This design comes from an exercise in tuning for small area, a short achievable clock period and few clock cycles on the open sky130 flow, not from production work. At most, simulation tests tie the RTL to the original design; equivalence was not proved.

==> 01-07 <==
==> flow/design.v (excerpt) <==
module ecc_point_arithmetic_gfp_top #(
  parameter int FIELD_BITS = 31
) (
  input  logic                           clk,
  input  logic                           rst,
  input  logic                           in_valid,
  output logic                           in_ready,
  input  logic [1:0]                     kind,
  input  logic [FIELD_BITS-1:0]          p_x,
  input  logic [FIELD_BITS-1:0]          p_y,
  input  logic                           p_inf,
  input  logic [FIELD_BITS-1:0]          q_x,
  input  logic [FIELD_BITS-1:0]          q_y,
  input  logic                           q_inf,
  input  logic signed [epa_pkg::SCALAR_W-1:0] scalar,
  output logic                           out_valid,
  input  logic                           out_ready,
  output logic [FIELD_BITS-1:0]          r_x,
  output logic [FIELD_BITS-1:0]          r_y,
  output logic                           r_inf,
  output logic                           on_curve,
  input  logic                           psel,
  input  logic                           penable,
  input  logic                           pwrite,
  input  logic [epa_pkg::APB_AW-1:0]     paddr,
  ...
clock: 10.0 ns
lec_check: 0
cap_margin: 20
core_margin: 2
core_utilization: 40
setup_slack_margin: 5
slew_margin: 20
run.sh (not shown) runs the stock make flow with config.mk's settings and CLKGATE_MAP_FILE= SYNTH_SCRIPT=/design/flow/synth_recipe.tcl, a recipe that flattens the netlist after the stock synthesis.
==> 03-13: changes against 01-07 <==
--- a/flow/design.v
+++ b/flow/design.v
@@ -151,11 +151,10 @@
   parameter int DG = 3
 ) (
   input  logic [32:0]   ss_i,
   input  logic [32:0]   sc_i,
   input  logic [31:0]   a,
-  input  logic          a0,
   input  logic [32:0]   ap,
   input  logic [30:0]   p,
   input  logic [DG-1:0] bd,
   output logic [32:0]   ss_o,
   output logic [32:0]   sc_o
@@ -164,11 +163,11 @@
   logic        q;
   always_comb begin
     ss = ss_i;
     sc = sc_i;
     for (int j = 0; j < DG; j++) begin
-      q  = ss[0] ^ sc[0] ^ (bd[j] & a0);
+      q  = ss[0] ^ sc[0] ^ (bd[j] & a[0]);
       case ({bd[j], q})
         2'b00:   m = '0;
         2'b01:   m = {2'b00, p};
         2'b10:   m = {1'b0, a};
         default: m = ap;
@@ -243,13 +242,11 @@
   logic        pinf, qinf, neg;
   logic [31:0] kreg;
   logic [5:0]  cnt;
   logic [31:0] rda, rdb;
   logic [32:0] ss, sc, ss_n, sc_n, ap;
-  logic [31:0] mb;
-  logic        ma0;
-  logic [33:0] s3, c3, kneg;
+  logic [31:0] ma, mb;
   logic [33:0] xa, yb, kk, u, w;
   logic        cin;
   logic [31:0] res;
   logic        wen, za;
   logic [1:0]  aop;
@@ -319,36 +316,24 @@
   always_comb begin
     rda = rd(sa, modulus, curve_a, curve_b, am, px, py, rx, ry, rz, t1, t2, t3);
     rdb = rd(sb, modulus, curve_a, curve_b, am, px, py, rx, ry, rz, t1, t2, t3);
     za  = (rda == 32'd0) | (rda == {1'b0, modulus});
   end
+  assign mc_first = (mc == 7'd0);
+  assign mc_last  = (mc == 7'(NC + 1));
   epa_alu #(
     .DG (DG)
   ) u_alu (
     .ss_i (ss),
     .sc_i (sc),
-    .a    (rda),
-    .a0   (ma0),
+    .a    (ma),
     .ap   (ap),
     .p    (modulus),
     .bd   (mb[DG-1:0]),
     .ss_o (ss_n),
     .sc_o (sc_n)
   );
-  function automatic logic [33:0] padd(input logic [33:0] x, input logic [33:0] y,
-                                       input logic ci);
-    logic [34:0] g, pp;
-    g  = {x & y, ci};
-    pp = {x ^ y, 1'b0};
-    for (int d = 1; d < 35; d = d * 2) begin
-      for (int i = 34; i >= d; i--) begin
-        g[i]  = g[i] | (pp[i] & g[i-d]);
-        pp[i] = pp[i] & pp[i-d];
-      end
-    end
-    padd = (x ^ y) ^ g[33:0];
-  endfunction
   always_comb begin
     aop = A_ADD;
     case (op)
       epa_pkg::OP_SUB, epa_pkg::OP_LDK: aop = A_SUB;
       epa_pkg::OP_RED:         aop = A_RED;
@@ -377,15 +362,12 @@
       default: begin
         xa = {1'b0, ss};
         yb = {1'b0, sc};
       end
     endcase
-    u  = padd(xa, yb, cin);
-    s3 = xa ^ yb ^ kk;
-    c3 = {(xa[32:0] & yb[32:0]) | (xa[32:0] & kk[32:0]) | (yb[32:0] & kk[32:0]), 1'b0};
-    w  = padd(s3, c3, cin);
-    kneg = padd({2'b11, ~kreg}, 34'd0, 1'b1);
+    u = xa + yb + 34'(cin);
+    w = xa + yb + kk + 34'(cin);
     case (aop)
       A_ADD:   res = (op == epa_pkg::OP_ADD || op == epa_pkg::OP_DBLR) && !w[33] ? w[31:0] : u[31:0];
       A_SUB:   res = u[33] ? w[31:0] : u[31:0];
       A_RED:   res = u[33] ? w[31:0] : u[31:0];
       default: res = u[31:0];
@@ -448,15 +430,13 @@
     ir <= epa_pkg::epa_rom(pc_nx);
     if (busy) begin
       if (op == epa_pkg::OP_MUL) mc <= mc_last ? 7'd0 : mc + 7'd1;
       else if (op == epa_pkg::OP_DBLR) mc <= (mc == tgt) ? 7'd0 : mc + 7'd1;
       else mc <= 7'd0;
-      mc_first <= (op == epa_pkg::OP_MUL) ? mc_last : 1'b1;
-      mc_last  <= (op == epa_pkg::OP_MUL) && (mc == 7'(NC));
       if (op == epa_pkg::OP_MUL) begin
         if (mc_first) begin
-          ma0 <= rda[0];
+          ma <= rda;
           mb <= rdb;
           ap <= u[32:0];
           ss <= '0;
           sc <= '0;
         end else begin
@@ -477,21 +457,19 @@
         end
         epa_pkg::OP_LDK: begin
           kreg <= res;
           cnt  <= 6'd32;
         end
-        epa_pkg::OP_ABSK: if (neg) kreg <= kneg[31:0];
+        epa_pkg::OP_ABSK: if (neg) kreg <= 32'd0 - kreg;
         epa_pkg::OP_FIN: begin
           r_inf    <= tgt[0];
           on_curve <= tgt[1];
         end
         default: ;
       endcase
     end else begin
-      mc       <= 7'd0;
-      mc_first <= 1'b1;
-      mc_last  <= 1'b0;
+      mc <= 7'd0;
     end
     if (!busy && !out_valid) begin
       px      <= {1'b0, p_x};
       py      <= {1'b0, p_y};
       rx      <= {1'b0, (kind == KIND_ADD) ? q_x : p_x};
--- a/flow/config.mk
+++ b/flow/config.mk
@@ -6,7 +6,6 @@
 export NUM_CORES = 4
 export LEC_CHECK = 0
 export CAP_MARGIN = 20
 export CORE_MARGIN = 2
 export CORE_UTILIZATION = 40
-export SETUP_SLACK_MARGIN = 5
 export SLEW_MARGIN = 20
==> results.cfg <==
[grt]
grt_pass1_wl_um = 309000

[worst_setup_path]
worst_ep_required_time_ns = 10.39
critPathLaunch = ir[19]
reg2regPathDepth = 30

[worst_hold_path]
hold_depth = 2

[layout]
multi_input_cells = 3752

[run_status]
outcome = finished clean
(the above is from 03-13)
==> results.cfg <==
[run_status]
outcome = finished clean

[grt]
grt_pass1_wl_um = 324000
grt_busiest_layer = met2
grt_max_degree = 96

[detailed_routing]
first_pass_iters = 8
drt-met1-wl_um = 84800

[worst_setup_path]
worst_ep_required_time_ns = 10.38
cp_slowest_cell = nor2b_4
critPathLaunch = ir[18]

[layout]
multi_input_area_share_pct = 49.1
multi_input_cells = 3896
(the above is from 01-07)
Testbench counts of 03-13, summed over its fixed seeds: cycles 277,190.
The RTL of 01-07 was laid out without a check of its function.

afterwards: timing with drivers on the ports:
Ports are ideal in the flow. The routed layouts listed here were re-timed in OpenROAD. Step 1: set_driving_cell puts a clkbuf_16 on clk and a buf_2 on each other input, an assumption about the parent block. Step 2 adds t to the input delays and takes it off the output delays; t is the mean of the earliest and latest rising clock arrival at the registers after step 1. Input paths then give back, and output paths get back, about the clock's delay inside the block. Slacks: ideal ports / drivers / drivers and shift; pairs: ideal ports / drivers.
run	shift t [ns]	setup slack, ns	worst hold slack (ns)	worst register clock-pin slew, ns
01-07	0.725	3.215 / 3.215 / 3.215	0.482 / 0.482 / 0.482	0.08 / 0.08
03-13	0.738	0.548 / 0.548 / 0.548	0.506 / 0.506 / 0.506	0.07 / 0.07
After both steps setup and hold are still met in every run listed.
